From an optimization exercise on the open Yosys and OpenROAD flow, aimed at a short achievable clock period and few clock cycles; shortcuts taken in it are not production practice. Function was checked by simulation only, so behaviour that the tests miss may differ from the original. No activity file was given, so power comes from the tool's default toggle rates.

==> design.v <==
package arm_pkg;
    typedef union packed {
        struct packed {
            logic [3:0]             cond;
            logic [1:0]             cls;
            logic                   i;
            logic [3:0]             opcode;
            logic                   s;
            logic [4-1:0]     rn;
            logic [4-1:0]     rd;
            logic [11:0]            operand2;
        } dp;
        struct packed {
            logic [3:0]             cond;
            logic [1:0]             cls;
            logic                   i;
            logic                   p;
            logic                   u;
            logic                   b;
            logic                   w;
            logic                   l;
            logic [4-1:0]     rn;
            logic [4-1:0]     rd;
            logic [11:0]            offset12;
        } mem;
    } inst_u;
    typedef struct packed {
        logic n;
        logic z;
        logic c;
        logic v;
    } flags_t;
    typedef struct packed {
        logic [32-1:0]       op_a;
        logic [32-1:0]       op_b;
        logic [3:0]                 opcode;
        logic                       set_flags;
        logic [4-1:0]         rd;
        logic                       rd_we;
        logic                       is_load;
        logic                       is_store;
        logic [32-1:0]       store_data;
        logic                       mem_up;
    } dec_t;
    typedef struct packed {
        logic                       we;
        logic [4-1:0]         rd;
        logic                       from_mem;
        logic [32-1:0]       result;
    } wb_t;
    typedef struct packed {
        logic                       we;
        logic [4-1:0]         rd;
        logic [32-1:0]       value;
    } fwd_src_t;
endpackage
`timescale 1ns/1ps
module arm_fetch #(
    parameter int N  = 4,    
    parameter int PW = 2     
) (
    input  logic                clk,
    input  logic                i_arst_n,
    input  logic                i_en,
    input  logic [29:0]         i_fa,
    input  logic [N-1:0]        i_m1,
    input  logic [N-1:0]        i_m2,
    output logic                o_hit,
    output logic                o_taken,
    output logic [29:0]         o_tgt,
    output logic                o_hit2,
    output logic                o_taken2,
    output logic [29:0]         o_tgt2,
    output logic [3:0]          o_cond2,
    output logic [N-1:0]        o_p1a,       
    output logic [N-1:0]        o_p1b,
    output logic [N-1:0]        o_p2a,       
    output logic [N-1:0]        o_p2b,
    output logic [N-1:0]        o_ta,        
    output logic [N-1:0]        o_tb,
    output logic [N-1:0]        o_t2a,       
    output logic [N-1:0]        o_t2b,
    output logic [N-1:0]        o_wmask,     
    input  logic                i_upd,
    input  logic [29:0]         i_upc,
    input  logic                i_utaken,
    input  logic [29:0]         i_utgt,
    input  logic [3:0]          i_ucond,
    input  logic                i_fupd,
    input  logic [29:0]         i_fupc,
    input  logic                i_ftaken
);
    logic [N-1:0]   vld;
    logic [N-1:0]   tkn;
    logic [29:0]    tag [N];
    logic [29:0]    tagm1 [N];   
    logic [29:0]    tgt [N];
    logic [3:0]     cnd [N];
    logic [PW-1:0]  ptr;
    logic [N-1:0]   uhit;
    logic [N-1:0]   fhit;
    logic [29:0]    fa_p1;
    logic [29:0]    fa_p2;
    logic           q_upd;
    logic [29:0]    q_upc;
    logic           q_utaken;
    logic [29:0]    q_utgt;
    logic [3:0]     q_ucond;
    logic           q_fupd;
    logic [29:0]    q_fupc;
    logic           q_ftaken;
    logic           alloc;
    assign fa_p1 = i_fa + 30'd1;
    assign fa_p2 = i_fa + 30'd2;
    for (genvar k = 0; k < N; k++) begin : g_cmp
        assign uhit[k]  = vld[k] && tag[k] == q_upc;
        assign fhit[k]  = vld[k] && tag[k] == q_fupc;
        assign o_p1b[k] = vld[k] && tagm1[k] == fa_p1;
        assign o_p2b[k] = vld[k] && tagm1[k] == fa_p2;
    end
    for (genvar k = 0; k < N; k++) begin : g_p1a
        assign o_p1a[k] = vld[k] && tagm1[k] == i_fa;
    end
    assign o_p2a = o_p1b;
    logic [N-1:0]   tt_a [N];
    logic [N-1:0]   tt_b [N];
    for (genvar i = 0; i < N; i++) begin : g_tti
        for (genvar j = 0; j < N; j++) begin : g_ttj
            assign tt_a[i][j] = vld[j] && tag[j] == tgt[i];
            assign tt_b[i][j] = vld[j] && tagm1[j] == tgt[i];
        end
    end
    always_comb begin
        o_tgt    = '0;
        o_taken  = 1'b0;
        o_tgt2   = '0;
        o_taken2 = 1'b0;
        o_cond2  = '0;
        o_ta     = '0;
        o_tb     = '0;
        o_t2a    = '0;
        o_t2b    = '0;
        for (int k = 0; k < N; k++) begin
            o_tgt    = o_tgt | ({30{i_m1[k]}} & tgt[k]);
            o_taken  = o_taken | (i_m1[k] & tkn[k]);
            o_tgt2   = o_tgt2 | ({30{i_m2[k]}} & tgt[k]);
            o_taken2 = o_taken2 | (i_m2[k] & tkn[k]);
            o_cond2  = o_cond2 | ({4{i_m2[k]}} & cnd[k]);
            o_ta     = o_ta | ({N{i_m1[k]}} & tt_a[k]);
            o_tb     = o_tb | ({N{i_m1[k]}} & tt_b[k]);
            o_t2a    = o_t2a | ({N{i_m2[k]}} & tt_a[k]);
            o_t2b    = o_t2b | ({N{i_m2[k]}} & tt_b[k]);
        end
    end
    assign o_hit  = |i_m1;
    assign o_hit2 = |i_m2;
    assign alloc = q_upd && !(|uhit) && q_utaken;
    always_comb begin
        o_wmask = '0;
        if (alloc) begin
            o_wmask[ptr] = 1'b1;
        end
    end
    always_ff @(posedge clk or negedge i_arst_n) begin
        if (!i_arst_n) begin
            vld <= '0;
            tkn <= '0;
            ptr <= '0;
            q_upd    <= 1'b0;
            q_upc    <= '0;
            q_utaken <= 1'b0;
            q_utgt   <= '0;
            q_ucond  <= '0;
            q_fupd   <= 1'b0;
            q_fupc   <= '0;
            q_ftaken <= 1'b0;
            for (int k = 0; k < N; k++) begin
                tag[k]   <= '0;
                tagm1[k] <= '0;
                tgt[k]   <= '0;
                cnd[k]   <= '0;
            end
        end else if (i_en) begin
            q_upd    <= i_upd;
            q_upc    <= i_upc;
            q_utaken <= i_utaken;
            q_utgt   <= i_utgt;
            q_ucond  <= i_ucond;
            q_fupd   <= i_fupd;
            q_fupc   <= i_fupc;
            q_ftaken <= i_ftaken;
            if (q_fupd) begin
                for (int k = 0; k < N; k++) begin
                    if (fhit[k]) begin
                        tkn[k] <= q_ftaken;
                    end
                end
            end
            if (q_upd) begin
                if (|uhit) begin
                    for (int k = 0; k < N; k++) begin
                        if (uhit[k]) begin
                            tkn[k] <= q_utaken;
                        end
                    end
                end else if (q_utaken) begin
                    vld[ptr]   <= 1'b1;
                    tkn[ptr]   <= 1'b1;
                    tag[ptr]   <= q_upc;
                    tagm1[ptr] <= q_upc - 30'd1;
                    tgt[ptr]   <= q_utgt;
                    cnd[ptr]   <= q_ucond;
                    ptr        <= ptr + 1'b1;
                end
            end
        end
    end
endmodule
`timescale 1ns/1ps
module arm_regfile (
    input  logic                    clk,
    input  logic                    i_arst_n,
    input  logic                    i_en,
    input  logic [4-1:0]      i_ra,
    input  logic [4-1:0]      i_rb,
    input  logic [4-1:0]      i_rc,
    output logic [32-1:0]    o_a,
    output logic [32-1:0]    o_b,
    output logic [32-1:0]    o_c,
    input  logic                    i_we,
    input  logic [4-1:0]      i_wa,
    input  logic [32-1:0]    i_wd
);
    logic [32-1:0] regs [15];
    assign o_a = (i_ra < 15) ? regs[i_ra] : '0;
    assign o_b = (i_rb < 15) ? regs[i_rb] : '0;
    assign o_c = (i_rc < 15) ? regs[i_rc] : '0;
    always_ff @(posedge clk or negedge i_arst_n) begin
        if (!i_arst_n) begin
            for (int k = 0; k < 15; k++) begin
                regs[k] <= '0;
            end
        end else if (i_en && i_we && i_wa < 15) begin
            regs[i_wa] <= i_wd;
        end
    end
endmodule
`timescale 1ns/1ps
module arm_cond (
    input  logic [3:0]  i_cond,
    input  logic [3:0]  i_nzcv,
    output logic        o_pass
);
    logic n, z, c, v;
    assign {n, z, c, v} = i_nzcv;
    always_comb begin
        case (i_cond)
            4'h0: o_pass = z;
            4'h1: o_pass = !z;
            4'h2: o_pass = c;
            4'h3: o_pass = !c;
            4'h4: o_pass = n;
            4'h5: o_pass = !n;
            4'h6: o_pass = v;
            4'h7: o_pass = !v;
            4'h8: o_pass = c && !z;
            4'h9: o_pass = !c || z;
            4'ha: o_pass = n == v;
            4'hb: o_pass = n != v;
            4'hc: o_pass = !z && (n == v);
            4'hd: o_pass = z || (n != v);
            4'he: o_pass = 1'b1;
            default:      o_pass = 1'b0;
        endcase
    end
endmodule
module arm_dsel (
    input  logic        i_z,         
    input  logic        i_fin,       
    input  logic        i_bv,
    input  logic        i_is_br,
    input  logic        i_bh,        
    input  logic        i_bp,        
    input  logic [3:0]  i_cond,
    input  logic        i_pass,      
    input  logic        i_fv,        
    input  logic [3:0]  i_fcond,
    input  logic        i_fpass,     
    input  logic        i_fdir,      
    output logic        o_taken,     
    output logic        o_fknown,    
    output logic        o_fp,        
    output logic        o_fbad,      
    output logic        o_rdd        
);
    always_comb begin
        if (i_fin || i_cond == 4'he || i_cond == 4'hf) begin
            o_taken = i_pass;
        end else if (i_cond[3:1] == 3'b000) begin
            o_taken = i_z ^ i_cond[0];
        end else begin
            o_taken = i_bh ? i_bp : 1'b1;
        end
        if (i_fin || i_fcond == 4'he || i_fcond == 4'hf) begin
            o_fknown = 1'b1;
            o_fp     = i_fpass;
        end else if (i_fcond[3:1] == 3'b000) begin
            o_fknown = 1'b1;
            o_fp     = i_z ^ i_fcond[0];
        end else begin
            o_fknown = 1'b0;
            o_fp     = i_fdir;
        end
    end
    assign o_fbad = i_bv && i_fv && o_fknown && (o_fp != i_fdir);
    assign o_rdd  = i_bv && i_is_br && (o_taken != i_bp) && !o_fbad;
endmodule
`timescale 1ns/1ps
module arm_hazard_fwd (
    input  logic [4-1:0]  i_r,
    input  logic                i_use,
    input  logic                i_e_we,
    input  logic [4-1:0]  i_e_rd,
    input  logic                i_e_ld,
    input  logic                i_m_we,
    input  logic [4-1:0]  i_m_rd,
    input  logic                i_m_ld,
    input  logic                i_w_we,
    input  logic [4-1:0]  i_w_rd,
    output logic                o_fwd,
    output logic [1:0]          o_pend,
    output logic [1:0]          o_vsel
);
    logic he, hm, hw;
    assign he = i_use && i_e_we && i_e_rd == i_r;
    assign hm = i_use && i_m_we && i_m_rd == i_r;
    assign hw = i_use && i_w_we && i_w_rd == i_r;
    assign o_fwd  = he && !i_e_ld;
    assign o_pend = (he && i_e_ld) ? 2'd2 : (!he && hm && i_m_ld) ? 2'd1 : 2'd0;
    assign o_vsel = hm ? 2'd1 : hw ? 2'd2 : 2'd0;
endmodule
module arm_fwd_mux (
    input  logic [1:0]              i_sel,
    input  logic [32-1:0]    i_rf,
    input  logic [32-1:0]    i_m,
    input  logic [32-1:0]    i_w,
    output logic [32-1:0]    o_v
);
    always_comb begin
        case (i_sel)
            2'd1:    o_v = i_m;
            2'd2:    o_v = i_w;
            default: o_v = i_rf;
        endcase
    end
endmodule
`timescale 1ns/1ps
module arm_execute (
    input  logic [31:0] i_x,
    input  logic [31:0] i_y,
    input  logic        i_arith,
    input  logic        i_cin,
    input  logic [3:0]  i_lsel,      
    output logic [31:0] o_res,
    output logic [31:0] o_r0,        
    output logic [31:0] o_r1,
    output logic [31:0] o_c,         
    output logic        o_n,
    output logic        o_z,
    output logic        o_cf,
    output logic        o_v
);
    logic [31:0] p;
    logic [31:0] lres;
    logic [31:0] r0;
    logic [31:0] r1;
    logic [32:0] c;
    logic        z_arith;
    logic [31:0] gg [6];
    logic [31:0] pp [6];
    assign p = i_x ^ i_y;
    always_comb begin
        pp[0]     = p;
        gg[0]     = i_x & i_y;
        gg[0][0]  = (i_x[0] & i_y[0]) | (p[0] & i_cin);
    end
    for (genvar l = 0; l < 5; l++) begin : g_lvl
        for (genvar i = 0; i < 32; i++) begin : g_bit
            if (i >= (1 << l)) begin : g_comb
                assign gg[l+1][i] = gg[l][i] | (pp[l][i] & gg[l][i - (1 << l)]);
                assign pp[l+1][i] = pp[l][i] & pp[l][i - (1 << l)];
            end else begin : g_pass
                assign gg[l+1][i] = gg[l][i];
                assign pp[l+1][i] = pp[l][i];
            end
        end
    end
    assign c = {gg[5], i_cin};
    assign lres = ({32{i_lsel[0]}} & (i_x & i_y))
                | ({32{i_lsel[1]}} & p)
                | ({32{i_lsel[2]}} & (i_x | i_y))
                | ({32{i_lsel[3]}} & i_y);
    assign r0    = i_arith ? p : lres;
    assign r1    = i_arith ? ~p : lres;
    assign o_res = (r1 & c[31:0]) | (r0 & ~c[31:0]);
    assign z_arith = &(~(p ^ {i_x[30:0] | i_y[30:0], i_cin}));
    assign o_n = o_res[31];
    logic        z_and;
    logic        z_xor;
    logic        z_or;
    logic        z_y;
    assign z_and = (i_x & i_y) == 32'h0;
    assign z_xor = p == 32'h0;
    assign z_or  = (i_x | i_y) == 32'h0;
    assign z_y   = i_y == 32'h0;
    assign o_z = i_arith ? z_arith
               : ((i_lsel[0] && z_and) || (i_lsel[1] && z_xor) || (i_lsel[2] && z_or)
                  || (i_lsel[3] && z_y));
    assign o_cf = c[32];
    assign o_r0 = r0;
    assign o_r1 = r1;
    assign o_c  = c[31:0];
    assign o_v = (i_x[31] == i_y[31]) && (p[31] ^ c[31]) != i_x[31];
endmodule
`timescale 1ns/1ps
module arm_core (
    input  logic                    clk,
    input  logic                    i_arst_n,
    input  logic                    i_en,
    output logic                    o_rom_en,
    output logic [32-1:0]    o_rom_addr,
    input  logic [32-1:0]    i_rom_data,
    output logic                    o_ram_en,
    output logic                    o_ram_wr,
    output logic [32-1:0]    o_ram_addr,
    input  logic [32-1:0]    i_ram_rdata,
    output logic [32-1:0]    o_ram_wdata
);
    logic [29:0]    fa;
    logic [29:0]    fa_inc;
    logic [29:0]    fa_inc2;
    logic           bt_hit;
    logic           bt_taken;
    logic [29:0]    bt_tgt;
    logic [29:0]    fa_pred;
    logic [29:0]    fa_next;
    logic           bt2_hit;
    logic           bt2_taken;
    logic [29:0]    bt2_tgt;
    logic [3:0]     bt2_cond;
    logic           can_fold;
    localparam int NB = 4;       
    localparam int NBW = 2;      
    logic [NB-1:0]  m1;
    logic [NB-1:0]  m2;
    logic [2*NB-1:0] m_next;
    logic           fi_v;
    logic [3:0]     fi_cond;
    logic           fi_dir;      
    logic [29:0]    fi_alt;      
    logic [29:0]    fi_bpc;      
    logic           bv;
    logic [29:0]    ba1;
    logic [29:0]    ba2;
    logic           bh;
    logic           bp;
    logic [29:0]    ba;
    logic           bf_v;
    logic [3:0]     bf_cond;
    logic           bf_dir;
    logic [29:0]    bf_alt;
    logic [29:0]    bf_bpc;
    logic           ev;
    logic [1:0]     escnt;
    logic [29:0]    ep;
    logic [29:0]    ep1;
    logic [29:0]    etgt;
    logic           e_rdd;
    logic           e_nt;
    logic           e_ns;
    logic [29:0]    enpc;
    logic [7:0]     ect;         
    logic           ecinv;       
    logic [3:0]     econd;
    logic           e_fv;        
    logic [7:0]     e_fct;
    logic           e_fcinv;
    logic           e_fdir;
    logic [29:0]    e_falt;
    logic [29:0]    e_fbpc;
    logic           e_fonly;     
    logic           e_dz;        
    logic           e_ld;
    logic           e_st;
    logic           e_br;
    logic           e_we;
    logic [3:0]     e_rd;
    logic           e_setf;
    logic           e_arith;
    logic           e_inva;
    logic           e_invb;
    logic           e_cin;
    logic [3:0]     e_lsel;
    logic [31:0]    e_opa;
    logic [31:0]    e_opb;
    logic [31:0]    e_opc;
    logic [1:0]     e_pa;
    logic [1:0]     e_pb;
    logic [1:0]     e_pc;
    logic           mwe;
    logic [3:0]     mrd;
    logic           mld;
    logic           mwr;
    logic [31:0]    mres;
    logic [31:0]    msd;
    logic           wwe;
    logic [3:0]     wrd;
    logic           wld;
    logic [31:0]    wres;
    logic [31:0]    wv;
    logic [3:0]     flags;
    assign o_rom_en    = i_en;
    assign o_rom_addr  = {fa, 2'b00};
    assign o_ram_en    = i_en;
    assign o_ram_wr    = mwr;
    assign o_ram_addr  = mres;
    assign o_ram_wdata = msd;
    logic           exec;
    logic           eok;
    logic           f_pass;
    logic           fold_bad;
    logic           fold_mis;
    logic [NB-1:0]  c_p1a, c_p1b, c_p2a, c_p2b, c_ta, c_tb, c_t2a, c_t2b, c_wmask;
    arm_fetch #(.N(NB), .PW(NBW)) btb_0 (
        .clk      (clk                     ),
        .i_arst_n (i_arst_n                ),
        .i_en     (i_en                    ),
        .i_fa     (fa                      ),
        .i_m1     (m1                      ),
        .i_m2     (m2                      ),
        .o_p1a    (c_p1a                   ),
        .o_p1b    (c_p1b                   ),
        .o_p2a    (c_p2a                   ),
        .o_p2b    (c_p2b                   ),
        .o_ta     (c_ta                    ),
        .o_tb     (c_tb                    ),
        .o_t2a    (c_t2a                   ),
        .o_t2b    (c_t2b                   ),
        .o_wmask  (c_wmask                 ),
        .o_hit    (bt_hit                  ),
        .o_taken  (bt_taken                ),
        .o_tgt    (bt_tgt                  ),
        .o_hit2   (bt2_hit                 ),
        .o_taken2 (bt2_taken               ),
        .o_tgt2   (bt2_tgt                 ),
        .o_cond2  (bt2_cond                ),
        .i_upd    (exec && e_br && !fold_mis),
        .i_upc    (ep                      ),
        .i_utaken (eok                     ),
        .i_utgt   (etgt                    ),
        .i_ucond  (econd                   ),
        .i_fupd   (exec && e_fv            ),
        .i_fupc   (e_fbpc                  ),
        .i_ftaken (f_pass                  )
    );
    assign fa_inc  = fa + 30'd1;
    assign fa_inc2 = fa + 30'd2;
    assign can_fold = bt2_hit && !(bt_hit && bt_taken);
    assign fa_pred  = (bt_hit && bt_taken) ? bt_tgt
                    : can_fold ? (bt2_taken ? bt2_tgt : fa_inc2)
                    : fa_inc;
    logic [31:0]    inst;
    logic [3:0]     d_cond;
    logic [3:0]     d_opc;
    logic           d_i;
    logic           d_s;
    logic           d_l;
    logic           d_u;
    logic [3:0]     d_rn;
    logic [3:0]     d_rd;
    logic [3:0]     d_rm;
    logic           is_cmp;
    logic           is_mov;
    logic           is_dp;
    logic           is_mem;
    logic           is_br;
    logic           use_a;
    logic           use_b;
    logic           use_c;
    logic           rd_we;
    logic           bad;
    logic           dk_dp;
    logic           dk_mem;
    logic           dv;
    logic           ua;
    logic           ub;
    logic           uc;
    logic [63:0]    rot;
    logic [31:0]    d_imm;
    logic [31:0]    rf_a;
    logic [31:0]    rf_b;
    logic [31:0]    rf_c;
    assign inst   = i_rom_data;
    assign d_cond = inst[31:28];
    assign d_i    = inst[25];
    assign d_opc  = inst[24:21];
    assign d_s    = inst[20];
    assign d_l    = inst[20];
    assign d_u    = inst[23];
    assign d_rn   = inst[19:16];
    assign d_rd   = inst[15:12];
    assign d_rm   = inst[3:0];
    assign is_cmp = d_opc[3:2] == 2'b10;
    assign is_mov = d_opc[3:2] == 2'b11 && d_opc[0];
    assign is_dp  = inst[27:26] == 2'b00 && (d_i || inst[11:4] == 8'h00) && !(is_cmp && !d_s);
    assign is_mem = inst[27:26] == 2'b01 && !inst[25] && inst[24] && !inst[22] && !inst[21];
    assign is_br  = inst[27:25] == 3'b101 && !inst[24];
    assign use_a  = (is_dp && !is_mov) || is_mem;
    assign use_b  = is_dp && !d_i;
    assign use_c  = is_mem && !d_l;
    assign rd_we  = (is_dp && !is_cmp) || (is_mem && d_l);
    assign bad    = (use_a && d_rn == 4'hf) || (use_b && d_rm == 4'hf)
                  || ((rd_we || use_c) && d_rd == 4'hf);
    assign dk_dp  = is_dp && !bad;
    assign dk_mem = is_mem && !bad;
    assign ua = (inst[27:26] == 2'b00 && !is_mov) || inst[27:26] == 2'b01;
    assign ub = inst[27:26] == 2'b00 && !d_i;
    assign uc = inst[27:26] == 2'b01 && !d_l;
    assign rot   = {24'h0, inst[7:0], 24'h0, inst[7:0]} >> {inst[11:8], 1'b0};
    assign d_imm = is_mem ? {20'h0, inst[11:0]} : rot[31:0];
    arm_regfile regfile_0 (
        .clk      (clk      ),
        .i_arst_n (i_arst_n ),
        .i_en     (i_en     ),
        .i_ra     (d_rn     ),
        .i_rb     (d_rm     ),
        .i_rc     (d_rd     ),
        .o_a      (rf_a     ),
        .o_b      (rf_b     ),
        .o_c      (rf_c     ),
        .i_we     (wwe      ),
        .i_wa     (wrd      ),
        .i_wd     (wv       )
    );
    logic           e_wnow;
    logic           fw_a;
    logic           fw_b;
    logic           fw_c;
    logic [1:0]     pd_a;
    logic [1:0]     pd_b;
    logic [1:0]     pd_c;
    logic [1:0]     vs_a;
    logic [1:0]     vs_b;
    logic [1:0]     vs_c;
    logic [31:0]    v_a;
    logic [31:0]    v_b;
    logic [31:0]    v_c;
    logic [1:0]     d_wait;
    assign e_wnow = exec && eok && e_we;
    arm_hazard_fwd hz_a (
        .i_r (d_rn), .i_use (ua),
        .i_e_we (e_wnow), .i_e_rd (e_rd), .i_e_ld (e_ld),
        .i_m_we (mwe), .i_m_rd (mrd), .i_m_ld (mld),
        .i_w_we (wwe), .i_w_rd (wrd),
        .o_fwd (fw_a), .o_pend (pd_a), .o_vsel (vs_a)
    );
    arm_hazard_fwd hz_b (
        .i_r (d_rm), .i_use (ub),
        .i_e_we (e_wnow), .i_e_rd (e_rd), .i_e_ld (e_ld),
        .i_m_we (mwe), .i_m_rd (mrd), .i_m_ld (mld),
        .i_w_we (wwe), .i_w_rd (wrd),
        .o_fwd (fw_b), .o_pend (pd_b), .o_vsel (vs_b)
    );
    arm_hazard_fwd hz_c (
        .i_r (d_rd), .i_use (uc),
        .i_e_we (e_wnow), .i_e_rd (e_rd), .i_e_ld (e_ld),
        .i_m_we (mwe), .i_m_rd (mrd), .i_m_ld (mld),
        .i_w_we (wwe), .i_w_rd (wrd),
        .o_fwd (fw_c), .o_pend (pd_c), .o_vsel (vs_c)
    );
    arm_fwd_mux byp_a (.i_sel (vs_a), .i_rf (rf_a), .i_m (mres), .i_w (wv), .o_v (v_a));
    arm_fwd_mux byp_b (.i_sel (vs_b), .i_rf (rf_b), .i_m (mres), .i_w (wv), .o_v (v_b));
    arm_fwd_mux byp_c (.i_sel (vs_c), .i_rf (rf_c), .i_m (mres), .i_w (wv), .o_v (v_c));
    always_comb begin
        d_wait = 2'd0;
        if (pd_a > d_wait) d_wait = pd_a;
        if (pd_b > d_wait) d_wait = pd_b;
        if (pd_c == 2'd2 && d_wait == 2'd0) d_wait = 2'd1;
    end
    logic           hz_e;
    logic           hz_m;
    logic           hold_f;
    assign hz_e   = e_ld && eok && ((ua && d_rn == e_rd) || (ub && d_rm == e_rd) || (uc && d_rd == e_rd));
    assign hz_m   = mld && ((ua && d_rn == mrd) || (ub && d_rm == mrd));
    assign hold_f = (bv && (hz_e || hz_m)) || (ev && escnt == 2'd2);
    logic [7:0]     d_ct;
    logic [7:0]     f_ct;
    always_comb begin
        d_ct = '0;
        d_ct[d_cond[3:1]] = 1'b1;
        f_ct = '0;
        f_ct[bf_cond[3:1]] = 1'b1;
    end
    logic           fin;
    logic           d_pass;
    logic [29:0]    tgt_d;
    logic           off_m1;
    arm_cond cond_d (.i_cond (d_cond), .i_nzcv (flags), .o_pass (d_pass));
    assign fin = !e_setf;
    logic           z_now;
    logic           f_pass_d;
    logic [1:0]     ds_taken;
    logic [1:0]     ds_fknown;
    logic [1:0]     ds_fp;
    logic [1:0]     ds_fbad;
    logic [1:0]     ds_rdd;
    logic           redirect_df;
    assign z_now = (e_setf && eok) ? f_z : flags[2];
    arm_cond cond_f (.i_cond (bf_cond), .i_nzcv (flags), .o_pass (f_pass_d));
    for (genvar k = 0; k < 2; k++) begin : g_dsel
        arm_dsel dsel (
            .i_z      (k[0]        ),
            .i_fin    (fin         ),
            .i_bv     (bv          ),
            .i_is_br  (is_br       ),
            .i_bh     (bh          ),
            .i_bp     (bp          ),
            .i_cond   (d_cond      ),
            .i_pass   (d_pass      ),
            .i_fv     (bf_v        ),
            .i_fcond  (bf_cond     ),
            .i_fpass  (f_pass_d    ),
            .i_fdir   (bf_dir      ),
            .o_taken  (ds_taken[k] ),
            .o_fknown (ds_fknown[k]),
            .o_fp     (ds_fp[k]    ),
            .o_fbad   (ds_fbad[k]  ),
            .o_rdd    (ds_rdd[k]   )
        );
    end
    assign redirect_df = ds_fbad[z_now] || ds_rdd[z_now];
    logic           rdd_nz;
    assign rdd_nz = bv && is_br && (ds_taken[0] != bp);
    assign tgt_d      = ba2 + {{6{inst[23]}}, inst[23:0]};
    assign off_m1     = inst[23:0] == 24'hffffff;
    logic [31:0]    x;
    logic [31:0]    y;
    logic [31:0]    sd;
    logic           cin;
    logic [31:0]    res;
    logic [31:0]    res_r0;
    logic [31:0]    res_r1;
    logic [31:0]    res_c;
    logic           f_n;
    logic           f_z;
    logic           f_c;
    logic           f_v;
    logic           taken_e;
    logic [29:0]    real_npc;
    logic           redirect_e;
    assign exec = ev && escnt == 2'd0;
    logic fl_n, fl_z, fl_c, fl_v;
    assign {fl_n, fl_z, fl_c, fl_v} = flags;
    assign eok = ecinv ^ ((ect[0] && fl_z) || (ect[1] && fl_c) || (ect[2] && fl_n)
                       || (ect[3] && fl_v) || (ect[4] && fl_c && !fl_z)
                       || (ect[5] && fl_n == fl_v) || (ect[6] && !fl_z && fl_n == fl_v)
                       || ect[7]);
    assign f_pass = e_fcinv ^ ((e_fct[0] && fl_z) || (e_fct[1] && fl_c) || (e_fct[2] && fl_n)
                            || (e_fct[3] && fl_v) || (e_fct[4] && fl_c && !fl_z)
                            || (e_fct[5] && fl_n == fl_v) || (e_fct[6] && !fl_z && fl_n == fl_v)
                            || e_fct[7]);
    assign fold_mis = e_fv && (f_pass != e_fdir);
    assign fold_bad = fold_mis && !e_fonly;
    assign x   = e_opa;
    assign y   = e_opb;
    assign sd  = (e_pc == 2'd1) ? i_ram_rdata : e_opc;
    assign cin = e_cin;
    arm_execute alu_0 (
        .i_x     (x       ),
        .i_y     (y       ),
        .i_arith (e_arith ),
        .i_cin   (cin     ),
        .i_lsel  (e_lsel  ),
        .o_res   (res     ),
        .o_r0    (res_r0  ),
        .o_r1    (res_r1  ),
        .o_c     (res_c   ),
        .o_n     (f_n     ),
        .o_z     (f_z     ),
        .o_cf    (f_c     ),
        .o_v     (f_v     )
    );
    assign taken_e    = e_br && eok;
    logic           c_next;
    assign c_next = (exec && eok && e_setf && e_arith) ? f_c : flags[1];
    assign real_npc   = taken_e ? etgt : ep1;
    logic [29:0]    npc_e;
    assign npc_e = fold_bad ? e_falt : real_npc;
    assign redirect_e = exec && (fold_bad || (!fold_mis && !e_dz
                     && (taken_e ? !(e_rdd ? e_nt : enpc == etgt) : !e_ns)));
    logic           e_go;
    assign e_go = exec && eok && !fold_mis;
    assign dv = bv && !redirect_e;
    logic           brd;
    logic [29:0]    fa_seq;
    logic [29:0]    fa_if_t;
    logic [29:0]    fa_if_n;
    logic [29:0]    fa_z [2];
    assign brd     = bv && is_br;
    assign fa_seq  = hold_f ? fa : fa_pred;
    assign fa_if_t = (brd && !bp) ? tgt_d : fa_seq;
    assign fa_if_n = (brd && bp) ? ba1 : fa_seq;
    for (genvar k = 0; k < 2; k++) begin : g_faz
        assign fa_z[k] = redirect_e ? npc_e : ds_fbad[k] ? bf_alt
                       : ds_taken[k] ? fa_if_t : fa_if_n;
    end
    assign fa_next = fa_z[z_now];
    logic [2*NB-1:0] m_pred;
    logic [2*NB-1:0] m_seq;
    assign m_pred = (bt_hit && bt_taken) ? {c_tb, c_ta}
                  : can_fold ? (bt2_taken ? {c_t2b, c_t2a} : {c_p2b, c_p2a})
                  : {c_p1b, c_p1a};
    assign m_seq  = hold_f ? {m2, m1} : m_pred;
    assign m_next = (redirect_e || redirect_df) ? '0 : m_seq & ~{c_wmask, c_wmask};
    assign wv = wld ? i_ram_rdata : wres;
    logic           c_arith;
    logic           c_inva;
    logic           c_invb;
    logic           c_cin1;
    logic           c_cinc;
    logic [3:0]     c_lsel;
    always_comb begin
        c_arith = 1'b0;
        c_inva  = 1'b0;
        c_invb  = 1'b0;
        c_cin1  = 1'b0;
        c_cinc  = 1'b0;
        c_lsel  = 4'b0;
        if (is_mem) begin
            c_arith = 1'b1;
            c_invb  = !d_u;
            c_cin1  = !d_u;
        end else begin
            case (d_opc)
                4'h0, 4'h8: c_lsel = 4'b0001;
                4'h1, 4'h9: c_lsel = 4'b0010;
                4'hc:              c_lsel = 4'b0100;
                4'hd:              c_lsel = 4'b1000;
                4'he: begin
                    c_lsel = 4'b0001;
                    c_invb = 1'b1;
                end
                4'hf: begin
                    c_lsel = 4'b1000;
                    c_invb = 1'b1;
                end
                4'h4, 4'hb: c_arith = 1'b1;
                4'h5: begin
                    c_arith = 1'b1;
                    c_cinc  = 1'b1;
                end
                4'h2, 4'ha: begin
                    c_arith = 1'b1;
                    c_invb  = 1'b1;
                    c_cin1  = 1'b1;
                end
                4'h6: begin
                    c_arith = 1'b1;
                    c_invb  = 1'b1;
                    c_cinc  = 1'b1;
                end
                4'h3: begin
                    c_arith = 1'b1;
                    c_inva  = 1'b1;
                    c_cin1  = 1'b1;
                end
                default: begin  
                    c_arith = 1'b1;
                    c_inva  = 1'b1;
                    c_cinc  = 1'b1;
                end
            endcase
        end
    end
    logic [31:0]    dv_a;
    logic [31:0]    dv_b;
    logic           tk_b;
    logic [31:0]    nx_a;
    logic [31:0]    nx_b;
    logic [31:0]    nx_c;
    assign dv_a = v_a ^ {32{c_inva}};
    assign dv_b = ((is_mem || d_i) ? d_imm : v_b) ^ {32{c_invb}};
    assign tk_b = fw_b && !(is_mem || d_i);
    assign nx_a = (res_c & (fw_a ? res_r1 ^ {32{c_inva}} : dv_a))
                | (~res_c & (fw_a ? res_r0 ^ {32{c_inva}} : dv_a));
    assign nx_b = (res_c & (tk_b ? res_r1 ^ {32{c_invb}} : dv_b))
                | (~res_c & (tk_b ? res_r0 ^ {32{c_invb}} : dv_b));
    assign nx_c = (res_c & (fw_c ? res_r1 : v_c)) | (~res_c & (fw_c ? res_r0 : v_c));
    function automatic logic [1:0] dec2(input logic [1:0] v);
        dec2 = (v == 2'd0) ? 2'd0 : v - 2'd1;
    endfunction
    always_ff @(posedge clk or negedge i_arst_n) begin
        if (!i_arst_n) begin
            fa      <= '0;
            m1      <= '0;
            m2      <= '0;
            bv      <= 1'b0;
            ba      <= '0;
            ba1     <= '0;
            ba2     <= '0;
            bh      <= 1'b0;
            bp      <= 1'b0;
            fi_v    <= 1'b0;
            fi_cond <= '0;
            fi_dir  <= 1'b0;
            fi_alt  <= '0;
            fi_bpc  <= '0;
            bf_v    <= 1'b0;
            bf_cond <= '0;
            bf_dir  <= 1'b0;
            bf_alt  <= '0;
            bf_bpc  <= '0;
            econd   <= '0;
            e_fv    <= 1'b0;
            e_fct   <= '0;
            e_fcinv <= 1'b0;
            e_fdir  <= 1'b0;
            e_falt  <= '0;
            e_fbpc  <= '0;
            e_fonly <= 1'b0;
            e_dz    <= 1'b0;
            ev      <= 1'b0;
            escnt   <= '0;
            ep      <= '0;
            ep1     <= '0;
            etgt    <= '0;
            e_rdd   <= 1'b0;
            e_nt    <= 1'b0;
            e_ns    <= 1'b0;
            enpc    <= '0;
            ect     <= '0;
            ecinv   <= 1'b1;
            e_ld    <= 1'b0;
            e_st    <= 1'b0;
            e_br    <= 1'b0;
            e_we    <= 1'b0;
            e_rd    <= '0;
            e_setf  <= 1'b0;
            e_arith <= 1'b0;
            e_inva  <= 1'b0;
            e_invb  <= 1'b0;
            e_cin   <= 1'b0;
            e_lsel  <= '0;
            e_opa   <= '0;
            e_opb   <= '0;
            e_opc   <= '0;
            e_pa    <= '0;
            e_pb    <= '0;
            e_pc    <= '0;
            mwe     <= 1'b0;
            mrd     <= '0;
            mld     <= 1'b0;
            mwr     <= 1'b0;
            mres    <= '0;
            msd     <= '0;
            wwe     <= 1'b0;
            wrd     <= '0;
            wld     <= 1'b0;
            wres    <= '0;
            flags   <= '0;
        end else if (i_en) begin
            fa  <= fa_next;
            m1  <= m_next[NB-1:0];
            m2  <= m_next[2*NB-1:NB];
            bv  <= !(redirect_e || redirect_df || hold_f);
            ba  <= fa;
            ba1 <= fa_inc;
            ba2 <= fa_inc2;
            bh  <= bt_hit;
            bp  <= bt_hit && bt_taken;
            if (redirect_e || redirect_df) begin
                fi_v <= 1'b0;
            end else if (!hold_f) begin
                fi_v <= can_fold;
            end
            if (!hold_f) begin
                fi_cond <= bt2_cond;
                fi_dir  <= bt2_taken;
                fi_alt  <= bt2_taken ? fa_inc2 : bt2_tgt;
                fi_bpc  <= fa_inc;
            end
            bf_v    <= fi_v;
            bf_cond <= fi_cond;
            bf_dir  <= fi_dir;
            bf_alt  <= fi_alt;
            bf_bpc  <= fi_bpc;
            if (ev && escnt != 2'd0) begin
                escnt <= escnt - 2'd1;
                if (e_pa == 2'd1) e_opa <= i_ram_rdata ^ {32{e_inva}};
                if (e_pb == 2'd1) e_opb <= i_ram_rdata ^ {32{e_invb}};
                if (e_pc == 2'd1) e_opc <= i_ram_rdata;
                e_pa  <= dec2(e_pa);
                e_pb  <= dec2(e_pb);
                e_pc  <= dec2(e_pc);
            end else begin
                ev      <= dv;
                escnt   <= (dv && !ds_fbad[z_now]) ? d_wait : 2'd0;
                e_fonly <= ds_fknown[0];
                e_dz    <= is_br && !fin && d_cond[3:1] == 3'b000;
                ep      <= ba;
                ep1     <= ba1;
                etgt    <= tgt_d;
                e_rdd   <= rdd_nz;
                e_nt    <= ds_taken[0] || off_m1;
                e_ns    <= rdd_nz ? (!ds_taken[0] || off_m1) : (fa == ba1 || fi_v);
                econd   <= d_cond;
                e_fv    <= dv && bf_v;
                e_fct   <= f_ct;
                e_fcinv <= bf_cond[0];
                e_fdir  <= bf_dir;
                e_falt  <= bf_alt;
                e_fbpc  <= bf_bpc;
                enpc    <= fa;
                ect     <= d_ct;
                ecinv   <= d_cond[0];
                e_ld    <= dv && dk_mem && d_l;
                e_st    <= dv && dk_mem && !d_l;
                e_br    <= dv && is_br;
                e_we    <= dv && !bad && rd_we;
                e_rd    <= d_rd;
                e_setf  <= dv && dk_dp && d_s;
                e_arith <= c_arith;
                e_inva  <= c_inva;
                e_invb  <= c_invb;
                e_cin   <= c_cin1 || (c_cinc && c_next);
                e_lsel  <= c_lsel;
                e_opa   <= nx_a;
                e_opb   <= nx_b;
                e_opc   <= nx_c;
                e_pa    <= pd_a;
                e_pb    <= pd_b;
                e_pc    <= pd_c;
            end
            mwe  <= e_go && e_we;
            mrd  <= e_rd;
            mld  <= e_go && e_ld;
            mwr  <= e_go && e_st;
            mres <= res;
            msd  <= sd;
            if (e_go && e_setf) begin
                flags[3] <= f_n;
                flags[2] <= f_z;
                if (e_arith) begin
                    flags[1] <= f_c;
                    flags[0] <= f_v;
                end
            end
            wwe  <= mwe;
            wrd  <= mrd;
            wld  <= mld;
            wres <= mres;
        end
    end
endmodule
==> run.sh <==
#!/bin/bash
# synth_recipe.tcl (not shown) runs the flow's synth.tcl, then flattens the netlist and writes it again
# the make line also repeats each setting of config.mk as NAME=value (left out here)
make -C /OpenROAD-flow-scripts/flow DESIGN_CONFIG=/design/flow/config.mk WORK_HOME=/design/flow/orfs CLKGATE_MAP_FILE= SYNTH_SCRIPT=/design/flow/synth_recipe.tcl finish
==> config.mk <==
export PLATFORM = sky130hd
export DESIGN_NAME = arm_core
export DESIGN_NICKNAME = arm_core
export VERILOG_FILES = /design/flow/design.v
export SDC_FILE = /design/flow/constraint.sdc
export NUM_CORES = 8
export LEC_CHECK = 0
export ABC_AREA = 1
export CAP_MARGIN = 20
export CORE_MARGIN = 2
export CORE_UTILIZATION = 40
export SETUP_SLACK_MARGIN = 4.5
export SLEW_MARGIN = 20
==> constraint.sdc <==
create_clock -name core_clock -period 7.5 [get_ports {clk}]
set_input_delay 1.5000 -clock core_clock [delete_from_list [all_inputs] [get_ports {clk}]]
set_output_delay 1.5000 -clock core_clock [all_outputs]
set_load 0.01 [all_outputs]
==> run notes, run 1 <==
# TYPE chip_impl_metric gauge
chip_impl_info{name="outcome",value="did not finish"} 1
chip_impl_metric{name="mappedNetlistArea",unit="mm²"} 0.1169
chip_impl_metric{name="syn_area_per_cell",unit="µm²"} 6.640
chip_impl_metric{name="portion_of_the_post_synthesis_area_used_by_sequential_elements",unit=""} 0.3576
chip_impl_metric{name="chipHeight",unit="µm"} 544.5
chip_impl_metric{name="post_dp_cell_area",unit="mm²"} 0.1246
chip_impl_info{name="outcome.stop_stage",value="5_1_grt"} 1
chip_impl_info{name="synth_top_flop_cell",value="sky130_fd_sc_hd__dfrtp_1"} 1
chip_impl_metric{name="initial_utilization",unit=""} 0.4019
chip_impl_metric{name="globalplace.congestion",unit=""} 1.244
chip_impl_metric{name="syn_inst",unit=""} 17600
chip_impl_metric{name="overflow",unit=""} 3
chip_impl_metric{name="floorplan.die.width",unit="µm"} 544.5
chip_impl_metric{name="io_buffers",unit=""} 163
chip_impl_metric{name="global_router_s_overall_resource_usage",unit=""} 0.7390
chip_impl_metric{name="io_pins",unit=""} 166
chip_impl_info{name="root_buffer",value="sky130_fd_sc_hd__clkbuf_16"} 1
chip_impl_metric{name="cts_inserted_buffers",unit=""} 200
chip_impl_metric{name="cts_htree_levels",unit=""} 4
chip_impl_metric{name="post_dp_hpwl",unit="µm"} 685300
chip_impl_info{name="flow.first_error",value="[ERROR GRT-0232] Routing congestion too high. Check the congestion heatmap in the GUI."} 1
chip_impl_metric{name="clock-sinks",unit=""} 1670
chip_impl_info{name="synth_top_cell_by_area",value="sky130_fd_sc_hd__dfrtp_1"} 1
chip_impl_metric{name="synth.yosys.warnings",unit=""} 337
chip_impl_metric{name="synth_enable_flop_cells",unit=""} 0
chip_impl_metric{name="place_worst_setup_slack",unit="ns"} 1.330
chip_impl_info{name="post_synth_main_area_contributors",value="sky130_fd_sc_hd__dfrtp_1 36%, sky130_fd_sc_hd__nand2_1 18%, sky130_fd_sc_hd__o21ai_0 8.9%, sky130_fd_sc_hd__inv_1 5.5%, sky130_fd_sc_hd__o22ai_1 4.8%"} 1
chip_impl_metric{name="synth_largest_type_area_fraction",unit=""} 0.3573
chip_impl_metric{name="synthDistinctLibCells",unit=""} 75
chip_impl_metric{name="maximum_number_of_pins_on_one_net_before_global_route_repair",unit=""} 169
chip_impl_metric{name="core.rowCount",unit=""} 198
chip_impl_metric{name="yosys_register_bits",unit=""} 1670
chip_impl_metric{name="clock_tree.buffer_depth",unit=""} 4
chip_impl_metric{name="synthArstFlopShare",unit=""} 1.000
chip_impl_metric{name="placed_cells_incl_taps",unit=""} 21130
synthesized netlist by cell type, drive strengths merged, types with 9 or more instances:
library cell	number
a211oi	16
a21o	9
a21oi	415
a221oi	50
a22oi	9
a31oi	34
buf	351
clkbuf	827
clkinv	80
dfrtp	1669
ha	117
inv	1738
nand2	5580
nand3	789
nand3b	36
nand4	364
nor2	1058
nor3	332
nor4	90
o2111ai	89
o211ai	197
o21ai	2151
o21bai	18
o221ai	58
o22ai	902
o31ai	10
or2	45
xnor2	194
xor2	306
power groups by stage:
stage | sequential [mW] | combinational [mW] | clock (mW)
2_1_floorplan | 12.3 | 12.8 | 0
3_5_place_dp | 13.9 | 23.8 | 0
4_1_cts | 13.7 | 27.8 | 10.8
3_3_place_gp | 13.9 | 23.7 | 0
what timing repair did:
item | in CTS
setup endpoints to repair | 1136
setup buffers | 718
resized for setup | 2366
pin swaps | 285
cloned | 82
hold buffers | 0
routing by layer:
layer	GRT overflow	track usage
met3	0	0.5705
met4	3	0.7365
met5	0	0.3222
met1	0	0.7619
met2	0	0.8836
logic make-up after synthesis:
logic type,share of synthesized area
mux,0.0001927
fa+ha+maj,0.01287
flops,0.3576
xor+xnor,0.03805
compound gates,0.1942
simple gates,0.2956
other cells,0.00003209
buf+inv,0.1015
worst max path at each step:
stage	from	end	slack [ns]	cells past startpoint
global placement	i_rom_data[16]	e_opa[29]	1.26	18
CTS	fa[0]	o_rom_addr[2]	4.12	3
floorplan	i_rom_data[1]	escnt[0]	4.19	16
detailed placement	i_rom_data[16]	e_opa[29]	1.33	18
Testbench counts, summed over its fixed seeds: cycles 23,830.
==> run 2, diff against run 1 <==
--- a/design.v
+++ b/design.v
@@ -211,5 +211,5 @@
                     tgt[ptr]   <= q_utgt;
                     cnd[ptr]   <= q_ucond;
-                    ptr        <= ptr + 1'b1;
+                    ptr        <= (ptr == N - 1) ? '0 : ptr + 1'b1;
                 end
             end
@@ -450,5 +450,5 @@
     logic [3:0]     bt2_cond;
     logic           can_fold;
-    localparam int NB = 4;       
+    localparam int NB = 3;       
     localparam int NBW = 2;      
     logic [NB-1:0]  m1;
--- a/config.mk
+++ b/config.mk
@@ -9,5 +9,5 @@
 export CAP_MARGIN = 20
 export CORE_MARGIN = 2
-export CORE_UTILIZATION = 40
+export CORE_UTILIZATION = 33
 export SETUP_SLACK_MARGIN = 4.5
 export SLEW_MARGIN = 20
==> run 2 against run 1 <==
  * The run now finishes clean
  * Synthesized cell count is 15% lower
  * Synthesized area is 11% lower
==> run notes, run 2 <==
# TYPE chip_impl_metric gauge
chip_impl_info{name="outcome",value="timing/DRC/antenna clean"} 1
chip_impl_metric{name="initial_utilization",unit=""} 0.3310
chip_impl_metric{name="io_buffers",unit=""} 163
chip_impl_metric{name="cp.arrival",unit="ns"} 4.42
chip_impl_metric{name="floorplan.die.width",unit="µm"} 565.4
chip_impl_metric{name="overflow",unit=""} 0
chip_impl_metric{name="setup_ws",unit="ns"} 3.905
chip_impl_info{name="synth_top_cell_by_area",value="sky130_fd_sc_hd__dfrtp_1"} 1
chip_impl_metric{name="drtPass1Iterations",unit=""} 15
chip_impl_info{name="endpoint_kind",value="register"} 1
chip_impl_metric{name="worstMarginPinSlew",unit="ns"} 1.399
chip_impl_info{name="synth_top_flop_cell",value="sky130_fd_sc_hd__dfrtp_1"} 1
chip_impl_metric{name="first_pass_grt_wire_length",unit="µm"} 1054000
chip_impl_info{name="setup.worst_path.class",value="reg -> reg"} 1
chip_impl_metric{name="post_detailed_route_drc_marker_count",unit=""} 0
chip_impl_metric{name="syn_area_per_cell",unit="µm²"} 6.918
chip_impl_metric{name="core_region_area",unit="mm²"} 0.3142
chip_impl_metric{name="reg2reg_depth",unit=""} 15
chip_impl_metric{name="later_pin_clock_latency_in_the_skew_report",unit="ns"} 0.99
chip_impl_info{name="most_frequent_standard_cell_in_the_layout_excluding_fill_and_tap_cells",value="sky130_fd_sc_hd__nand2_1"} 1
chip_impl_metric{name="io_pins",unit=""} 166
chip_impl_metric{name="detailedRoute.firstIterationViolations",unit=""} 25580
chip_impl_metric{name="chipHeight",unit="µm"} 565.4
chip_impl_info{name="end_point_of_the_critical_path",value="m1[0]"} 1
chip_impl_metric{name="post_dp_hpwl",unit="µm"} 522400
chip_impl_metric{name="core.rowCount",unit=""} 206
chip_impl_metric{name="cellInternalPower",unit="mW"} 25.51
chip_impl_info{name="mostFrequentLayoutCells",value="3,761 x sky130_fd_sc_hd__nand2_1, 1,545 x sky130_fd_sc_hd__o21ai_0, 1,366 x sky130_fd_sc_hd__dfrtp_1"} 1
chip_impl_info{name="post_synth_main_area_contributors",value="sky130_fd_sc_hd__dfrtp_1 38%, sky130_fd_sc_hd__nand2_1 15%, sky130_fd_sc_hd__o21ai_0 9.2%, sky130_fd_sc_hd__inv_1 5.7%, sky130_fd_sc_hd__o22ai_1 4.5%"} 1
chip_impl_metric{name="globalplace.congestion",unit=""} 1.111
chip_impl_metric{name="detail_route.wl_per_cell",unit="µm"} 40.53
chip_impl_metric{name="post_drt_via_cell_ratio",unit=""} 6.600
chip_impl_metric{name="vdd_ir_drop_max",unit="mV"} 0.2533
chip_impl_metric{name="place_worst_setup_slack",unit="ns"} 1.516
chip_impl_metric{name="synth_largest_type_area_fraction",unit=""} 0.3780
chip_impl_metric{name="power.switching_fraction",unit=""} 0.5130
chip_impl_metric{name="crit_path_max_fanout",unit=""} 7
chip_impl_metric{name="power_density",unit="mW/mm²"} 361.9
chip_impl_metric{name="die_area",unit="mm²"} 0.3196
chip_impl_info{name="crit-reg2reg-launch",value="btb_0.tgt[1][24]"} 1
chip_impl_metric{name="max_cap_violations",unit=""} 0
chip_impl_metric{name="grt_antenna_before_repair",unit=""} 76
chip_impl_metric{name="fin_nets",unit=""} 16270
chip_impl_info{name="rsz0062_at_grt",value="yes"} 1
chip_impl_metric{name="synthArstFlopShare",unit=""} 1.000
chip_impl_metric{name="cellLeakagePower",unit="nW"} 64.78
chip_impl_metric{name="number_of_flip_flops_under_the_largest_register_name",unit=""} 480
chip_impl_metric{name="clk_pin_slew",unit="ns"} 0.06
chip_impl_metric{name="timing.final.crit_share",unit=""} 0.4794
chip_impl_metric{name="cts_htree_levels",unit=""} 4
chip_impl_metric{name="routed_wl",unit="µm"} 830700
chip_impl_info{name="synth_common_cells",value="4,263 x sky130_fd_sc_hd__nand2_1, 1,922 x sky130_fd_sc_hd__o21ai_0, 1,585 x sky130_fd_sc_hd__inv_1, 1,571 x sky130_fd_sc_hd__dfrtp_1, 768 x sky130_fd_sc_hd__nor2_1"} 1
chip_impl_metric{name="synth.yosys.warnings",unit=""} 337
chip_impl_metric{name="cp_data_required_time",unit="ns"} 8.33
chip_impl_metric{name="finalSetupViolCount",unit=""} 0
chip_impl_metric{name="maximum_number_of_pins_on_one_net_before_global_route_repair",unit=""} 153
chip_impl_metric{name="synth_enable_flop_cells",unit=""} 0
chip_impl_metric{name="cts_inserted_buffers",unit=""} 195
chip_impl_metric{name="syn2layout_area_growth",unit="%"} 39.19
chip_impl_info{name="yosys.cell_count.top_type",value="sky130_fd_sc_hd__nand2_1"} 1
chip_impl_metric{name="period_minus_slack",unit="ns"} 3.595
chip_impl_metric{name="power.sequential.fraction",unit=""} 0.261
chip_impl_info{name="tritoncts",value="built"} 1
chip_impl_metric{name="pwr-share-comb",unit=""} 0.542
chip_impl_metric{name="fin_worst_skew",unit="ns"} 0.07134
chip_impl_metric{name="layout_cells_sized_above_1",unit=""} 0.2693
chip_impl_metric{name="detail-route-antenna-nets",unit=""} 0
chip_impl_metric{name="cts-hold-fix-buffers",unit=""} 0
chip_impl_metric{name="slew_headroom",unit=""} 0.06397
chip_impl_metric{name="clock-sinks",unit=""} 1572
chip_impl_metric{name="clock_tree.buffer_depth",unit=""} 4
chip_impl_info{name="root_buffer",value="sky130_fd_sc_hd__clkbuf_16"} 1
chip_impl_metric{name="timing_hold_violations_final",unit=""} 0
chip_impl_metric{name="portion_of_the_post_synthesis_area_used_by_sequential_elements",unit=""} 0.3783
chip_impl_info{name="timing.critical_path.from",value="btb_0.tgt[1][24]"} 1
chip_impl_info{name="regToRegEndpoint",value="m1[0]"} 1
chip_impl_info{name="largest-register",value="regfile_0.regs"} 1
chip_impl_metric{name="global_router_s_overall_resource_usage",unit=""} 0.4845
chip_impl_metric{name="power_switching",unit="mW"} 26.88
chip_impl_metric{name="mappedNetlistArea",unit="mm²"} 0.1040
chip_impl_metric{name="p_total",unit="mW"} 52.39
chip_impl_metric{name="r2r_setup_slack",unit="ns"} 3.90
chip_impl_metric{name="synthDistinctLibCells",unit=""} 81
chip_impl_metric{name="yosys_register_bits",unit=""} 1572
chip_impl_metric{name="vias",unit=""} 135300
chip_impl_metric{name="drv_slew",unit=""} 0
chip_impl_metric{name="fin_setup_tns",unit="ns"} 0
chip_impl_metric{name="syn_inst",unit=""} 15030
chip_impl_info{name="setup.worst_path.start_class",value="register"} 1
chip_impl_metric{name="via_count_of_the_first_global_routing_pass",unit=""} 118300
chip_impl_metric{name="clock_power_share",unit=""} 0.197
chip_impl_info{name="hold_path_class",value="reg -> reg"} 1
chip_impl_metric{name="max_clock_freq",unit="MHz"} 278.1
-- run 2: through the flow --
stage	cell area (µm²)	instances	util	hold slack (ns)
3_3_place_gp	110900	18710	0.3529	0.4487
3_5_place_dp	110900	18710	0.3530	0.4537
6_report	144700	20500	0.4607	0.4682
4_1_cts	132600	19880	0.4219	0.4680
2_1_floorplan	106100	15030	-	0.4366
5_1_grt	144600	20430	0.4601	0.4836
-- run 2: logic make-up after synthesis --
group,share of synthesized area
compound gates,0.2080
mux,0.0001925
fa+ha+maj,0.01350
simple gates,0.2605
other cells,0.00003606
buf+inv,0.09973
xor+xnor,0.03980
flops,0.3783
-- run 2: final cells by class --
type                       count  area, µm²
clock buffer                 270       5705
inverter                    1649       7147
multi-input combinational  10880      65170
tap                         4160       5205
antenna                       94      235.2
sequential                  1572      39640
timing repair buffer        1782      20310
timing repair inverter        20      309.0
fill                       31090     169500
clock inverter                75       1031
-- run 2: worst min path at each step --
| stage | startpoint | endpoint | depth (start not counted) |
|---|---|---|---|
| 2_1_floorplan | wres[14] | wres[14] | 2 |
| 3_3_place_gp | wres[20] | wres[20] | 2 |
| 3_5_place_dp | wres[20] | wres[20] | 2 |
| 4_1_cts | wres[20] | wres[20] | 2 |
| 5_1_grt | ep1[4] | ep1[4] | 2 |
| 6_report | wres[20] | wres[20] | 2 |
-- run 2: critical path, cell delays in order (launching register included) --
cell and delay [ns]:
sky130_fd_sc_hd__dfrtp_1 0.92, sky130_fd_sc_hd__inv_1 0.57, sky130_fd_sc_hd__o2111ai_1 0.35, sky130_fd_sc_hd__nor3_1 0.07
sky130_fd_sc_hd__nand2_1 0.16, sky130_fd_sc_hd__nor2_1 0.14, sky130_fd_sc_hd__nand3_1 0.11, sky130_fd_sc_hd__nand2_1 0.06
sky130_fd_sc_hd__nor2_2 0.59, sky130_fd_sc_hd__nor2_1 0.09, sky130_fd_sc_hd__nand2_1 0.09, sky130_fd_sc_hd__nand2_1 0.07
sky130_fd_sc_hd__nand2_1 0.09, sky130_fd_sc_hd__nand2_1 0.07, sky130_fd_sc_hd__nand3_1 0.08, sky130_fd_sc_hd__nand2_1 0.05
-- run 2: per-layer routing --
layer	global-route usage	share of wire	vias up
li1	-	-	52540
met1	0.5507	0.33	64490
met2	0.6654	0.38	13420
met3	0.2267	0.16	4786
met4	0.4517	0.12	51
met5	0.005060	0.0017	-
-- run 2: power by group through the flow --
stage | combinational (mW) | clock [mW] | sequential (mW)
after floorplan | 11.5 | 0 | 11.8
after global placement | 20.3 | 0 | 13.6
after detailed placement | 20.3 | 0 | 13.6
after CTS | 24.3 | 10.3 | 13.4
after global routing | 28.9 | 10.6 | 13.6
final | 28.4 | 10.3 | 13.7
-- run 2: what timing repair did --
| item | in CTS | in global routing |
|---|---|---|
| buffers inserted | 705 | 469 |
| gates cloned | 117 | 56 |
| resized for setup | 2378 | 1746 |
| setup endpoints to repair | 1182 | 647 |
| pin swaps | 293 | 568 |
Testbench counts of run 2, summed over its fixed seeds: cycles 23,830.
==> run 3, diff against run 2 <==
--- a/design.v
+++ b/design.v
@@ -95,4 +95,6 @@
     logic [29:0]    tag [N];
     logic [29:0]    tagm1 [N];   
+    logic [29:0]    tagm2 [N];   
+    logic [29:0]    tagm3 [N];   
     logic [29:0]    tgt [N];
     logic [3:0]     cnd [N];
@@ -100,6 +102,4 @@
     logic [N-1:0]   uhit;
     logic [N-1:0]   fhit;
-    logic [29:0]    fa_p1;
-    logic [29:0]    fa_p2;
     logic           q_upd;
     logic [29:0]    q_upc;
@@ -111,11 +111,9 @@
     logic           q_ftaken;
     logic           alloc;
-    assign fa_p1 = i_fa + 30'd1;
-    assign fa_p2 = i_fa + 30'd2;
     for (genvar k = 0; k < N; k++) begin : g_cmp
         assign uhit[k]  = vld[k] && tag[k] == q_upc;
         assign fhit[k]  = vld[k] && tag[k] == q_fupc;
-        assign o_p1b[k] = vld[k] && tagm1[k] == fa_p1;
-        assign o_p2b[k] = vld[k] && tagm1[k] == fa_p2;
+        assign o_p1b[k] = vld[k] && tagm2[k] == i_fa;
+        assign o_p2b[k] = vld[k] && tagm3[k] == i_fa;
     end
     for (genvar k = 0; k < N; k++) begin : g_p1a
@@ -125,10 +123,5 @@
     logic [N-1:0]   tt_a [N];
     logic [N-1:0]   tt_b [N];
-    for (genvar i = 0; i < N; i++) begin : g_tti
-        for (genvar j = 0; j < N; j++) begin : g_ttj
-            assign tt_a[i][j] = vld[j] && tag[j] == tgt[i];
-            assign tt_b[i][j] = vld[j] && tagm1[j] == tgt[i];
-        end
-    end
+    logic [29:0]    q_upcm1;
     always_comb begin
         o_tgt    = '0;
@@ -155,5 +148,6 @@
     assign o_hit  = |i_m1;
     assign o_hit2 = |i_m2;
-    assign alloc = q_upd && !(|uhit) && q_utaken;
+    assign alloc   = q_upd && !(|uhit) && q_utaken;
+    assign q_upcm1 = q_upc - 30'd1;
     always_comb begin
         o_wmask = '0;
@@ -178,4 +172,8 @@
                 tag[k]   <= '0;
                 tagm1[k] <= '0;
+                tagm2[k] <= '0;
+                tagm3[k] <= '0;
+                tt_a[k]  <= '0;
+                tt_b[k]  <= '0;
                 tgt[k]   <= '0;
                 cnd[k]   <= '0;
@@ -208,6 +206,24 @@
                     tkn[ptr]   <= 1'b1;
                     tag[ptr]   <= q_upc;
-                    tagm1[ptr] <= q_upc - 30'd1;
+                    tagm1[ptr] <= q_upcm1;
+                    tagm2[ptr] <= q_upc - 30'd2;
+                    tagm3[ptr] <= q_upc - 30'd3;
                     tgt[ptr]   <= q_utgt;
+                    for (int i = 0; i < N; i++) begin
+                        if (i == ptr) begin
+                            for (int j = 0; j < N; j++) begin
+                                if (j == ptr) begin
+                                    tt_a[i][j] <= q_upc == q_utgt;
+                                    tt_b[i][j] <= q_upcm1 == q_utgt;
+                                end else begin
+                                    tt_a[i][j] <= vld[j] && tag[j] == q_utgt;
+                                    tt_b[i][j] <= vld[j] && tagm1[j] == q_utgt;
+                                end
+                            end
+                        end else begin
+                            tt_a[i][ptr] <= q_upc == tgt[i];
+                            tt_b[i][ptr] <= q_upcm1 == tgt[i];
+                        end
+                    end
                     cnd[ptr]   <= q_ucond;
                     ptr        <= (ptr == N - 1) ? '0 : ptr + 1'b1;
--- a/config.mk
+++ b/config.mk
@@ -10,4 +10,5 @@
 export CORE_MARGIN = 2
 export CORE_UTILIZATION = 33
+export PLACE_DENSITY = 0.45
 export SETUP_SLACK_MARGIN = 4.5
 export SLEW_MARGIN = 20
==> run 3 against run 2 <==
  * Now fails the layout checks on max-capacitance violations, max-slew violations
  * Clock power is 15% higher
  * Synthesized cell count is 3.8% higher
  * Critical path depth is the same
  * Design area is 4.1% higher
  * Critical endpoint is now m2[1]
==> run notes, run 3 <==
# TYPE chip_impl_metric gauge
chip_impl_info{name="outcome",value="complete, but fails checks"} 1
chip_impl_info{name="violatedChecks",value="max-capacitance violations, max-slew violations"} 1
chip_impl_metric{name="post_drt_via_cell_ratio",unit=""} 6.098
chip_impl_metric{name="portion_of_the_post_synthesis_area_used_by_sequential_elements",unit=""} 0.3999
chip_impl_metric{name="layout.core_utilization",unit=""} 0.4521
chip_impl_metric{name="finalSetupViolCount",unit=""} 0
chip_impl_info{name="critPathMostFrequentCell",value="sky130_fd_sc_hd__nand2_1"} 1
chip_impl_metric{name="globalplace.congestion",unit=""} 1.037
chip_impl_metric{name="synthDistinctLibCells",unit=""} 78
chip_impl_info{name="setup.worst_path.class",value="reg -> reg"} 1
chip_impl_info{name="setup.worst_path.start_class",value="register"} 1
chip_impl_metric{name="number_of_flip_flops_under_the_largest_register_name",unit=""} 480
chip_impl_metric{name="clock_tree.buffer_depth",unit=""} 4
chip_impl_metric{name="fin_worst_skew",unit="ns"} 0.09313
chip_impl_info{name="endpoint_kind",value="register"} 1
chip_impl_metric{name="fin_nets",unit=""} 16790
chip_impl_info{name="yosys.cell_count.top_type",value="sky130_fd_sc_hd__nand2_1"} 1
chip_impl_metric{name="layout_cells_sized_above_1",unit=""} 0.2370
chip_impl_metric{name="chipHeight",unit="µm"} 582.4
chip_impl_metric{name="via_count_of_the_first_global_routing_pass",unit=""} 117100
chip_impl_metric{name="cp_peak_stage_delay",unit="ns"} 0.67
chip_impl_info{name="mostFrequentLayoutCells",value="4,205 x sky130_fd_sc_hd__nand2_1, 1,651 x sky130_fd_sc_hd__dfrtp_1, 1,557 x sky130_fd_sc_hd__o21ai_0"} 1
chip_impl_metric{name="timing.final.crit_share",unit=""} 0.4578
chip_impl_metric{name="vdd_ir_drop_max",unit="mV"} 0.2600
chip_impl_metric{name="vias",unit=""} 129400
chip_impl_metric{name="io_pins",unit=""} 166
chip_impl_metric{name="cp.arrival",unit="ns"} 4.36
chip_impl_metric{name="syn_area_per_cell",unit="µm²"} 7.073
chip_impl_metric{name="power_density",unit="mW/mm²"} 389.8
chip_impl_info{name="most_frequent_standard_cell_in_the_layout_excluding_fill_and_tap_cells",value="sky130_fd_sc_hd__nand2_1"} 1
chip_impl_info{name="worst_path_cell_chain",value="buf_12, buf_4, buf_6, xor2_4, nor4_4, nand2_1, nor2_1, nand3b_1, nand2_1, nand2_1, nand2_1, o21ai_1, a21oi_1, nand3_1, nand2_1"} 1
chip_impl_metric{name="period_minus_slack",unit="ns"} 3.434
chip_impl_metric{name="detail-route-antenna-nets",unit=""} 0
chip_impl_metric{name="die_area",unit="mm²"} 0.3391
chip_impl_metric{name="clk_pin_slew",unit="ns"} 0.06
chip_impl_metric{name="slew_headroom",unit=""} -0.1798
chip_impl_metric{name="routed_wl",unit="µm"} 777400
chip_impl_metric{name="max_cap_violations",unit=""} 1
chip_impl_metric{name="cts_inserted_buffers",unit=""} 220
chip_impl_info{name="hold_path_class",value="reg -> reg"} 1
chip_impl_metric{name="fin_setup_tns",unit="ns"} 0
chip_impl_metric{name="overflow",unit=""} 0
chip_impl_metric{name="synth_enable_flop_cells",unit=""} 0
chip_impl_metric{name="cp_data_required_time",unit="ns"} 8.42
chip_impl_metric{name="worstMarginPinSlew",unit="ns"} 1.764
chip_impl_metric{name="placed_cells_incl_taps",unit=""} 19630
chip_impl_info{name="synth_top_cell_by_area",value="sky130_fd_sc_hd__dfrtp_1"} 1
chip_impl_metric{name="detail_route.wl_per_cell",unit="µm"} 36.62
chip_impl_metric{name="drv_slew",unit=""} 4
## run 3: changes by cell type after synthesis, moves of 46 or more
cell / change
sky130_fd_sc_hd__dfrtp_1: +192
sky130_fd_sc_hd__inv_1: +58
sky130_fd_sc_hd__clkbuf_1: -134
sky130_fd_sc_hd__nand4_1: -46
sky130_fd_sc_hd__nand2_1: +442
sky130_fd_sc_hd__xor2_1: +66
sky130_fd_sc_hd__o21ai_0: -193
sky130_fd_sc_hd__nor3_1: -49
sky130_fd_sc_hd__o21ai_1: +273
sky130_fd_sc_hd__o22ai_1: -70
## run 3: worst max-delay path, delay by kind of cell (launching register included)
family | cells | cell delay, ns
xor gates and xnor gates | 1 | 0.23
and+or+nand+nor | 9 | 1.96
AOI/OAI and AO/OA | 2 | 0.20
buffers and inverters | 3 | 0.50
DFF | 1 | 0.43
## run 3: final timing paths
| check | startpoint | endpoint | slack (ns) | depth (start not counted) |
|---|---|---|---|---|
| setup / recovery | fa[0] | m2[1] | 4.07 | 15 |
| hold / removal | wres[9] | wres[9] | 0.47 | 2 |
| setup reg to reg | fa[0] | m2[1] | 4.07 | 15 |
| hold reg to reg | wres[9] | wres[9] | 0.47 | 2 |
| max in group asynchronous | i_arst_n | btb_0.tagm3[2][3] | 5.19 | 3 |
| min in group asynchronous | i_arst_n | regfile_0.regs[2][21] | 0.49 | 1 |
## run 3: layout make-up
type                       instances  area [µm²]
antenna                           54       135.1
clock buffer                     316        6379
clock inverter                    89        1270
fill                           33860      182500
inverter                        1744        7490
multi-input combinational      11200       65110
sequential                      1764       44310
tap                             4387        5489
timing repair buffer            1657       20280
timing repair inverter            16       170.2
## run 3: cells by family after synthesis
group,after synthesis,synth area share
buf+inv,2667,0.09601
simple gates,6798,0.2554
flops,1764,0.3999
fa+ha+maj,118,0.01351
mux,6,0.0006121
other cells,1,0.00003397
xor+xnor,551,0.04392
compound gates,3701,0.1905
## run 3: power by group
part / leakage, nW / switching (mW) / internal (mW)
sequential: 20.6 / 2.30 / 11.5
combinational: 44.7 / 22.9 / 10.3
clock: 3.75 / 4.97 / 6.80
## run 3: per-stage QoR
stage	power [mW]	worst slack (ns)	area (µm²)
2_1_floorplan	25.58	4.126	111700
3_3_place_gp	38.34	1.439	117900
3_5_place_dp	38.26	1.433	117900
4_1_cts	54.47	4.281	138400
5_1_grt	59.78	4.120	150500
6_report	58.72	4.066	150600
## run 3: what timing repair did
action,in CTS,in global routing
setup endpoints to repair,1468,740
setup buffers,583,357
gates resized for setup,2079,1652
pin swaps,274,573
cloned,77,118
hold buffers,0,0
## run 3: routing by layer
metal,GRT usage,vias up,share of wire
li1,-,53710,-
met1,0.5114,62830,0.35
met2,0.6221,9675,0.41
met3,0.1029,3197,0.12
met4,0.3728,30,0.12
met5,0.001134,-,0.00028
Testbench counts of run 3, summed over its fixed seeds: cycles 23,830.

==> what the ideal ports hide <==
Ports are ideal in the flow. The routed layouts listed here were re-timed in OpenROAD.
Step 1 assumes that a clkbuf_16 drives the clock port and a buf_2 every other input.
Step 2 adds t to the input delays and takes it off the output delays; t is the mean of the earliest and latest rising clock arrival at the registers after step 1. Input paths then give back, and output paths get back, about the clock's delay inside the block.
Three values: ideal ports, drivers, drivers and shift; two values: the first two.
| run | t, ns | setup slack, ns | latest minus earliest clock arrival (ns) | slew at the worst register clock pin (ns) |
|---|---|---|---|---|
| run 2 | 1.058 | 3.905 / 3.905 / 3.074 | 0.087 / 0.088 | 0.08 / 0.08 |
| run 3 | 1.074 | 4.066 / 3.983 / 3.064 | 0.098 / 0.098 | 0.07 / 0.07 |
For run 3, which loses most, drivers alone change the setup slack by -0.083 ns; drivers and shift together by -1.002 ns.
